This is an optimization exercise on Yosys and OpenROAD, whose aim is small area, a short achievable clock period and few clock cycles per item, not a production implementation. In this exercise RTL edits were held to simulation tests only and were not proved equivalent to the original. The flow treats the clock pin as an ideal source, which a real chip does not have.

// rgb_to_hsv_converter_top
module rgb_to_hsv_converter_top (
  input  logic        clk,
  input  logic        rst,
  input  logic        in_valid,
  output logic        in_stall,
  input  logic [7:0]  red,
  input  logic [7:0]  green,
  input  logic [7:0]  blue,
  output logic        out_valid,
  input  logic        out_stall,
  output logic [14:0] hue,
  output logic [14:0] saturation,
  output logic [14:0] brightness
);
  wire adv = ~out_valid | ~out_stall;
  logic       skid_v;
  logic [7:0] sk_r, sk_g, sk_b;
  assign in_stall = skid_v;
  always_ff @(posedge clk) begin
    if (rst) skid_v <= 1'b0;
    else if (skid_v) skid_v <= ~adv;
    else skid_v <= ~adv & in_valid;
    if (!skid_v) begin sk_r <= red; sk_g <= green; sk_b <= blue; end
  end
  logic       v0;
  logic [7:0] r0, g0, b0;
  always_ff @(posedge clk) begin
    if (rst) v0 <= 1'b0;
    else if (adv) v0 <= skid_v | in_valid;
    if (adv) begin
      r0 <= skid_v ? sk_r : red;
      g0 <= skid_v ? sk_g : green;
  ...
export LEC_CHECK = 0
export ABC_AREA = 1
export CAP_MARGIN = 20
export CORE_MARGIN = 2
export CORE_UTILIZATION = 40
export SLEW_MARGIN = 20
create_clock -name core_clock -period 14.0 [get_ports {clk}]
standard.sh (not shown) runs the stock make flow with config.mk's settings and CLKGATE_MAP_FILE= SYNTH_SCRIPT=/design/flow/synth_recipe.tcl, a recipe that flattens the netlist after the stock synthesis.
==> flow/flow/run.sh <==
#!/bin/bash
set -euo pipefail
bash standard.sh SETUP_SLACK_MARGIN=9.8 \
  "BUFFER_PORTS_ARGS=-buffer_cell sky130_fd_sc_hd__buf_2" \
  "CTS_ARGS=-sink_clustering_enable -repair_clock_nets -dont_use_dummy_load -buf_list sky130_fd_sc_hd__clkbuf_16 -sink_clustering_size 30" \
  finish > make_finish.log 2>&1
Testbench counts at the start, summed over its fixed seeds: cycles 12,066, items 12,000.
==> next run, changes <==
--- a/flow/config.mk
+++ b/flow/config.mk
@@ -9,4 +9,4 @@
 export CAP_MARGIN = 20
 export CORE_MARGIN = 2
-export CORE_UTILIZATION = 40
+export CORE_UTILIZATION = 60
 export SLEW_MARGIN = 20
What happened: The changed run passed the timing, design-rule and antenna checks; synthesized area is unchanged; non-clock buffer count stays the same; final cell count went down by about 7.5%.
==> next run, changes <==
==> flow/flow/run.sh (replaced) <==
#!/bin/bash
set -euo pipefail
bash standard.sh SETUP_SLACK_MARGIN=9.5 finish > make_finish.log 2>&1
--- a/flow/config.mk
+++ b/flow/config.mk
@@ -6,7 +6,6 @@
 export NUM_CORES = 4
 export LEC_CHECK = 0
-export ABC_AREA = 1
 export CAP_MARGIN = 20
 export CORE_MARGIN = 2
-export CORE_UTILIZATION = 60
+export CORE_UTILIZATION = 40
 export SLEW_MARGIN = 20
Area after synthesis is lower by 2.8%.
Fmax is lower by 5.3%.
Non-clock buffer count is higher by 15.
Final cell count is lower by 2.8%.
Global-route usage is lower by 8.5 points.
Setup slack degrades by 0.23 ns.
Sequential share of layout area is lower by 1.1 points.
Design area is higher by 2.6%.
==> next run, changes <==
==> flow/flow/run.sh (replaced) <==
#!/bin/bash
set -euo pipefail
bash standard.sh SETUP_SLACK_MARGIN=9.8 finish > make_finish.log 2>&1
Effect:
- worst hold slack is about the same
- routed wire length rises by a few percent
- clock skew stays flat
- final cell count rises slightly
- non-clock buffer count rises by 54
- worst setup slack gains 0.24 ns
- die area does not change
- final area rises by a few percent

========
Starting RTL as in the previous note.
## rgb_to_hsv_converter_top
module rgb_to_hsv_converter_top (
  input  logic        clk,
  input  logic        rst,
  input  logic        in_valid,
  output logic        in_stall,
  input  logic [7:0]  red,
  input  logic [7:0]  green,
  input  logic [7:0]  blue,
  output logic        out_valid,
  input  logic        out_stall,
  output logic [14:0] hue,
  output logic [14:0] saturation,
  output logic [14:0] brightness
);
export LEC_CHECK = 0
export CAP_MARGIN = 20
export CORE_MARGIN = 2
export CORE_UTILIZATION = 40
export SLEW_MARGIN = 20
create_clock -name core_clock -period 14.0 [get_ports {clk}]
==> flow/flow/run.sh <==
#!/bin/bash
set -euo pipefail
bash standard.sh SETUP_SLACK_MARGIN=10.3 finish > make_finish.log 2>&1
Testbench counts at the start, summed over its fixed seeds: cycles 12,066, items 12,000.
Change:
==> flow/flow/run.sh (replaced) <==
#!/bin/bash
set -euo pipefail
bash standard.sh SETUP_SLACK_MARGIN=9.8 finish > make_finish.log 2>&1
--- a/flow/config.mk
+++ b/flow/config.mk
@@ -7,2 +7,3 @@
 export LEC_CHECK = 0
+export ABC_AREA = 1
 export CAP_MARGIN = 20
=> The changed run finished clean. Via count drops by about 0.6%. Worst setup slack gets worse by 0.088 ns. Register-to-register slack gets better by 0.11 ns. Area after synthesis climbs by 2.8%. Routed wire length drops by about 10%.
Change:
==> flow/flow/run.sh (replaced) <==
#!/bin/bash
set -euo pipefail
bash standard.sh SETUP_SLACK_MARGIN=9.8 \
  "BUFFER_PORTS_ARGS=-buffer_cell sky130_fd_sc_hd__buf_2" \
  "CTS_ARGS=-sink_clustering_enable -repair_clock_nets -dont_use_dummy_load -buf_list sky130_fd_sc_hd__clkbuf_8 -sink_clustering_size 20" \
  finish > make_finish.log 2>&1
--- a/flow/config.mk
+++ b/flow/config.mk
@@ -7,3 +7,2 @@
 export LEC_CHECK = 0
-export ABC_AREA = 1
 export CAP_MARGIN = 20
=> Final area went down by about 2.4%; synthesized cell count is lower by about 16%; utilization stays flat; clock-buffer cell count increases by 19.

========
rgb_to_hsv_converter_top, a different RTL version from the one above (not shown whole).
For scale: about 2900 cells after synthesis, roughly 75 I/O pins, about 28000 µm² of cells after synthesis.
export LEC_CHECK = 0
export ABC_AREA = 1
export CAP_MARGIN = 20
export CORE_MARGIN = 2
export CORE_UTILIZATION = 60
export SLEW_MARGIN = 20
create_clock -name core_clock -period 14.0 [get_ports {clk}]
==> flow/flow/run.sh <==
#!/bin/bash
set -euo pipefail
bash standard.sh SETUP_SLACK_MARGIN=10.2 \
  "BUFFER_PORTS_ARGS=-buffer_cell sky130_fd_sc_hd__buf_2" \
  "CTS_ARGS=-sink_clustering_enable -repair_clock_nets -dont_use_dummy_load -buf_list sky130_fd_sc_hd__clkbuf_16 -sink_clustering_size 30" \
  finish > make_finish.log 2>&1
Testbench counts at the start, summed over its fixed seeds: cycles 12,060, items 12,000.
Rerun with:
==> flow/flow/run.sh (replaced) <==
#!/bin/bash
set -euo pipefail
bash standard.sh SETUP_SLACK_MARGIN=10.0 \
  "BUFFER_PORTS_ARGS=-buffer_cell sky130_fd_sc_hd__buf_2" \
  "CTS_ARGS=-sink_clustering_enable -repair_clock_nets -dont_use_dummy_load -buf_list sky130_fd_sc_hd__clkbuf_16 -sink_clustering_size 24 -sink_clustering_max_diameter 100" \
  finish > make_finish.log 2>&1
--- a/flow/config.mk
+++ b/flow/config.mk
@@ -11 +11 @@
-export CORE_UTILIZATION = 60
+export CORE_UTILIZATION = 75
Cell count drops by about 4%.
Register-to-register slack loses 0.15 ns.
Sequential share of layout area climbs by 1.8 points.
Wire length climbs by about 3.3%.

========
Starting RTL as in the previous note.
// rgb_to_hsv_converter_top
module rgb_to_hsv_converter_top (
  input  logic        clk,
  input  logic        rst,
  input  logic        in_valid,
  output logic        in_stall,
  input  logic [7:0]  red,
  input  logic [7:0]  green,
  input  logic [7:0]  blue,
  output logic        out_valid,
  input  logic        out_stall,
  output logic [14:0] hue,
  output logic [14:0] saturation,
  output logic [14:0] brightness
);
==> flow/config.mk <==
export PLATFORM = sky130hd
export DESIGN_NAME = rgb_to_hsv_converter_top
export DESIGN_NICKNAME = rgb_to_hsv_converter_top
export VERILOG_FILES = /design/flow/design.v
export SDC_FILE = /design/flow/constraint.sdc
export NUM_CORES = 4
export LEC_CHECK = 0
export ABC_AREA = 1
export CAP_MARGIN = 20
export CORE_MARGIN = 2
export CORE_UTILIZATION = 60
export SLEW_MARGIN = 20
==> flow/constraint.sdc <==
create_clock -name core_clock -period 14.0 [get_ports {clk}]
set_input_delay 2.8000 -clock core_clock [delete_from_list [all_inputs] [get_ports {clk}]]
set_output_delay 2.8000 -clock core_clock [all_outputs]
set_load 0.01 [all_outputs]
==> flow/flow/run.sh <==
#!/bin/bash
set -euo pipefail
bash standard.sh SETUP_SLACK_MARGIN=10.0 TNS_END_PERCENT=20 \
  "BUFFER_PORTS_ARGS=-buffer_cell sky130_fd_sc_hd__buf_2" \
  "CTS_ARGS=-sink_clustering_enable -repair_clock_nets -dont_use_dummy_load -buf_list sky130_fd_sc_hd__clkbuf_16 -sink_clustering_size 24 -sink_clustering_max_diameter 100" \
  finish > make_finish.log 2>&1
Testbench counts at the start, summed over its fixed seeds: cycles 12,060, items 12,000.
Then changed:
==> flow/flow/run.sh (replaced) <==
#!/bin/bash
set -euo pipefail
bash standard.sh SETUP_SLACK_MARGIN=10.0 \
  "BUFFER_PORTS_ARGS=-buffer_cell sky130_fd_sc_hd__buf_2" \
  "CTS_ARGS=-sink_clustering_enable -repair_clock_nets -dont_use_dummy_load -buf_list sky130_fd_sc_hd__clkbuf_16 -sink_clustering_size 24 -sink_clustering_max_diameter 100" \
  finish > make_finish.log 2>&1
- PLACE_DENSITY: unset -> 0.75
Effect: Via count went up by 1.4%. Final cell count is about the same. Critical path depth went down by 1. Clock-buffer cell count is unchanged. Design area went down by 0.64%. Core utilization went down by 0.42 points.
Then changed:
==> flow/flow/run.sh (replaced) <==
#!/bin/bash
set -euo pipefail
bash standard.sh SETUP_SLACK_MARGIN=10.0 \
  "BUFFER_PORTS_ARGS=-buffer_cell sky130_fd_sc_hd__buf_2" \
  "CTS_ARGS=-sink_clustering_enable -repair_clock_nets -dont_use_dummy_load -buf_list sky130_fd_sc_hd__clkbuf_16 -sink_clustering_size 30" \
  finish > make_finish.log 2>&1
- PLACE_DENSITY: 0.75 -> unset
Outcome: Setup slack improved by 64 ps; final cell count climbs by 0.87%; wire length climbs by 3.7%; clock-buffer cell count climbs by 27; sequential share of layout area drops by 1.1 points; first-iteration DRC count drops by 3.6%; maximum frequency climbs by 1.6%; synthesized area is unchanged; global-route usage climbs by 1.1 points.
Then changed:
==> flow/flow/run.sh (replaced) <==
#!/bin/bash
set -euo pipefail
bash standard.sh SETUP_SLACK_MARGIN=10.0 \
  "BUFFER_PORTS_ARGS=-buffer_cell sky130_fd_sc_hd__buf_2" \
  "CTS_ARGS=-sink_clustering_enable -repair_clock_nets -dont_use_dummy_load -buf_list sky130_fd_sc_hd__clkbuf_16 -sink_clustering_size 32 -sink_clustering_max_diameter 120" \
  finish > make_finish.log 2>&1
Effect:
- core utilization came out lower by 1.7 points
- final cell count came out lower by 0.75%
- hold slack gains 32 ps
- area after synthesis stays the same

========
== run 1 ==
Starting RTL as in the previous note.
Settings: LEC_CHECK=0, ABC_AREA=1, CAP_MARGIN=20, CORE_MARGIN=2, CORE_UTILIZATION=60, SLEW_MARGIN=20; clock period 14.0 ns.
==> flow/flow/run.sh <==
#!/bin/bash
set -euo pipefail
bash standard.sh SETUP_SLACK_MARGIN=10.0 \
  "BUFFER_PORTS_ARGS=-buffer_cell sky130_fd_sc_hd__buf_2" \
  "CTS_ARGS=-sink_clustering_enable -repair_clock_nets -dont_use_dummy_load -buf_list sky130_fd_sc_hd__clkbuf_16 -sink_clustering_size 22 -sink_clustering_max_diameter 150" \
  finish > make_finish.log 2>&1
Testbench counts of run 1, summed over its fixed seeds: cycles 12,060, items 12,000.
Inputs modified between run 1 and run 2:
==> flow/flow/run.sh <==
#!/bin/bash
set -euo pipefail
bash standard.sh SETUP_SLACK_MARGIN=10.0 \
  "BUFFER_PORTS_ARGS=-buffer_cell sky130_fd_sc_hd__buf_2" \
  "CTS_ARGS=-sink_clustering_enable -repair_clock_nets -dont_use_dummy_load -buf_list sky130_fd_sc_hd__clkbuf_16 -sink_clustering_size 24 -sink_clustering_max_diameter 100" \
  finish > make_finish.log 2>&1
Findings:
- On number of global-route vias before repair: between run 2 and run 1, it ends up lower for run 1.
- Relative to run 1, ratio of final minimum period to clock period decreased by 0.92 points in run 2.
- Status: clock insertion delay at the later pin of the skew report parity (run 2, run 1)
- Between run 1 and run 2, the clock distribution area overhead in the final layout figures differ only marginally.
- Diff run 1..run 2 | final number of setup-violating endpoints | unchanged
- Going from run 1 to run 2, total of clock buffers placed in the layout lost 1, total area of sequential cells shows no meaningful change, multi-input logic portion of the cell area barely changed.
- Total non-filler cell area in the finished layout: run 1 vs run 2 — no meaningful difference
--- input diff run 2..run 3 ---
--- a/flow/flow/run.sh
+++ b/flow/flow/run.sh
@@ -2,3 +2,3 @@
 set -euo pipefail
-bash standard.sh SETUP_SLACK_MARGIN=10.0 \
+bash standard.sh SETUP_SLACK_MARGIN=10.15 \
   "BUFFER_PORTS_ARGS=-buffer_cell sky130_fd_sc_hd__buf_2" \
[summary]
- Any difference in post-layout worst setup margin between run 3 and run 2 is small enough to ignore.
- Design area for run 3: 1.3% up relative to run 2
- On area of the multi-input gates, the lower figure sits with run 2, not run 3.
- Across both runs, proportion of final cell area spent on non-clock buffers was higher for run 3 than for run 2.
- In run 3 relative to run 2, met2 routed wirelength had gone up slightly.

========
exp/lagoon:
Another version of the RTL of rgb_to_hsv_converter_top (not shown whole).
Size in the first run: ~75 I/O pins, about 0.030 sq mm of cells after synthesis.
## rgb_to_hsv_converter_top
module rgb_to_hsv_converter_top (
  input  logic        clk,
  input  logic        rst,
  input  logic        in_valid,
  output logic        in_stall,
  input  logic [7:0]  red,
  input  logic [7:0]  green,
  input  logic [7:0]  blue,
  output logic        out_valid,
  input  logic        out_stall,
  output logic [14:0] hue,
  output logic [14:0] saturation,
  output logic [14:0] brightness
);
==> flow/config.mk <==
export PLATFORM = sky130hd
export DESIGN_NAME = rgb_to_hsv_converter_top
export DESIGN_NICKNAME = rgb_to_hsv_converter_top
export VERILOG_FILES = /design/flow/design.v
export SDC_FILE = /design/flow/constraint.sdc
export NUM_CORES = 4
export LEC_CHECK = 0
export ABC_AREA = 1
export CAP_MARGIN = 20
export CORE_MARGIN = 2
export CORE_UTILIZATION = 60
export SLEW_MARGIN = 20
==> flow/constraint.sdc <==
create_clock -name core_clock -period 14.0 [get_ports {clk}]
set_input_delay 2.8000 -clock core_clock [delete_from_list [all_inputs] [get_ports {clk}]]
set_output_delay 2.8000 -clock core_clock [all_outputs]
set_load 0.01 [all_outputs]
==> flow/flow/run.sh <==
#!/bin/bash
set -euo pipefail
bash standard.sh SETUP_SLACK_MARGIN=10.0 \
  "BUFFER_PORTS_ARGS=-buffer_cell sky130_fd_sc_hd__buf_2" \
  "CTS_ARGS=-sink_clustering_enable -repair_clock_nets -dont_use_dummy_load -buf_list sky130_fd_sc_hd__clkbuf_16 -sink_clustering_size 30 -sink_clustering_max_diameter 200" \
  finish > make_finish.log 2>&1
Every stage of the flow completed for exp/lagoon, and the final layout passed the timing, design-rule and antenna checks.
Testbench counts of exp/lagoon, summed over its fixed seeds: cycles 12,060, items 12,000.
Modified inputs, exp/indigo compared to exp/lagoon
==> flow/flow/run.sh <==
#!/bin/bash
set -euo pipefail
bash standard.sh SETUP_SLACK_MARGIN=9.8 \
  "BUFFER_PORTS_ARGS=-buffer_cell sky130_fd_sc_hd__buf_2" \
  "CTS_ARGS=-sink_clustering_enable -repair_clock_nets -dont_use_dummy_load -buf_list sky130_fd_sc_hd__clkbuf_16 -sink_clustering_size 30" \
  finish > make_finish.log 2>&1
Total length of routed met3 wires: exp/indigo vs exp/lagoon up about 30%. Summary of exp/indigo over exp/lagoon: number of multi-input combinational cells saw little to no change; total core area roughly the same; area growth from synthesis to final layout now larger. Reported for exp/indigo and exp/lagoon, synthesized-area fraction occupied by ao, oa, aoi and oai cells turned out identical to the last digit. Diff exp/lagoon -> exp/indigo | number of resized instances in the post-cts repair step | decrease of 8. [compare] base=exp/lagoon new=exp/indigo: clock insertion delay at the later pin of the skew report held; cell count held.
Input-level comparison between exp/ember and exp/indigo:
==> flow/flow/run.sh <==
#!/bin/bash
set -euo pipefail
bash standard.sh SETUP_SLACK_MARGIN=10.0 \
  "BUFFER_PORTS_ARGS=-buffer_cell sky130_fd_sc_hd__buf_2" \
  "CTS_ARGS=-sink_clustering_enable -repair_clock_nets -dont_use_dummy_load -buf_list sky130_fd_sc_hd__clkbuf_16 -sink_clustering_size 30" \
  finish > make_finish.log 2>&1
Higher routed wire length on met3 among exp/ember and exp/indigo: exp/indigo. On exp/ember: worst setup slack for register-to-register paths is 0.05 ns higher than what exp/indigo gave. Summary of the comparison: layout overhead on the synthesized area is higher in exp/ember, relative to exp/indigo.

==> separate check: timing with driven ports <==
The flow's constraints put no driver on any port. The routed layouts listed below were extracted and timed again, unchanged, in two steps.
Step 1: set_driving_cell puts a clkbuf_16 on clk and a buf_2 on each other input, an assumption about the parent block.
Step 2 times the ports against the registers' clock, not the clock port: input delays grow and output delays shrink by t, the midpoint of the rising clock arrivals with the driver on.
a / b / c = no drivers / after step 1 / after step 2; a / b = the first two.
run	t, ns	setup slack, ns	clock arrival spread, ns
the first run of note 1	0.647	9.876 / 9.813 / 9.381	0.077 / 0.077
the second run of note 1	0.641	9.878 / 9.818 / 9.354	0.057 / 0.057
the third run of note 1	0.659	9.645 / 9.653 / 9.020	0.034 / 0.034
the fourth run of note 1	0.657	9.888 / 9.860 / 9.268	0.035 / 0.035
the first run of note 2	0.665	9.974 / 9.964 / 9.688	0.025 / 0.025
the second run of note 2	0.661	9.886 / 9.825 / 9.286	0.025 / 0.025
the third run of note 2	0.684	9.810 / 9.810 / 9.247	0.062 / 0.062
the first run of note 3	0.637	10.076 / 10.016 / 9.704	0.037 / 0.037
the second run of note 3	0.615	10.048 / 9.991 / 9.621	0.049 / 0.049
the first run of note 4	0.621	9.975 / 9.915 / 9.516	0.038 / 0.039
the second run of note 4	0.605	10.014 / 9.961 / 9.529	0.052 / 0.053
the third run of note 4	0.636	10.079 / 10.017 / 9.572	0.036 / 0.036
the fourth run of note 4	0.599	10.019 / 9.960 / 9.599	0.052 / 0.051
run 1	0.627	9.938 / 9.976 / 9.349	0.056 / 0.057
run 2	0.623	10.066 / 10.010 / 9.546	0.057 / 0.057
run 3	0.624	10.067 / 10.009 / 9.698	0.055 / 0.054
exp/lagoon	0.607	9.970 / 9.908 / 9.499	0.043 / 0.043
exp/indigo	0.625	9.880 / 9.818 / 9.371	0.049 / 0.049
exp/ember	0.623	10.002 / 9.945 / 9.437	0.045 / 0.045
After both steps setup and hold are still met in every run listed. For the third run of note 1, which loses most, drivers alone change the setup slack by +0.008 ns; drivers and shift together by -0.625 ns.
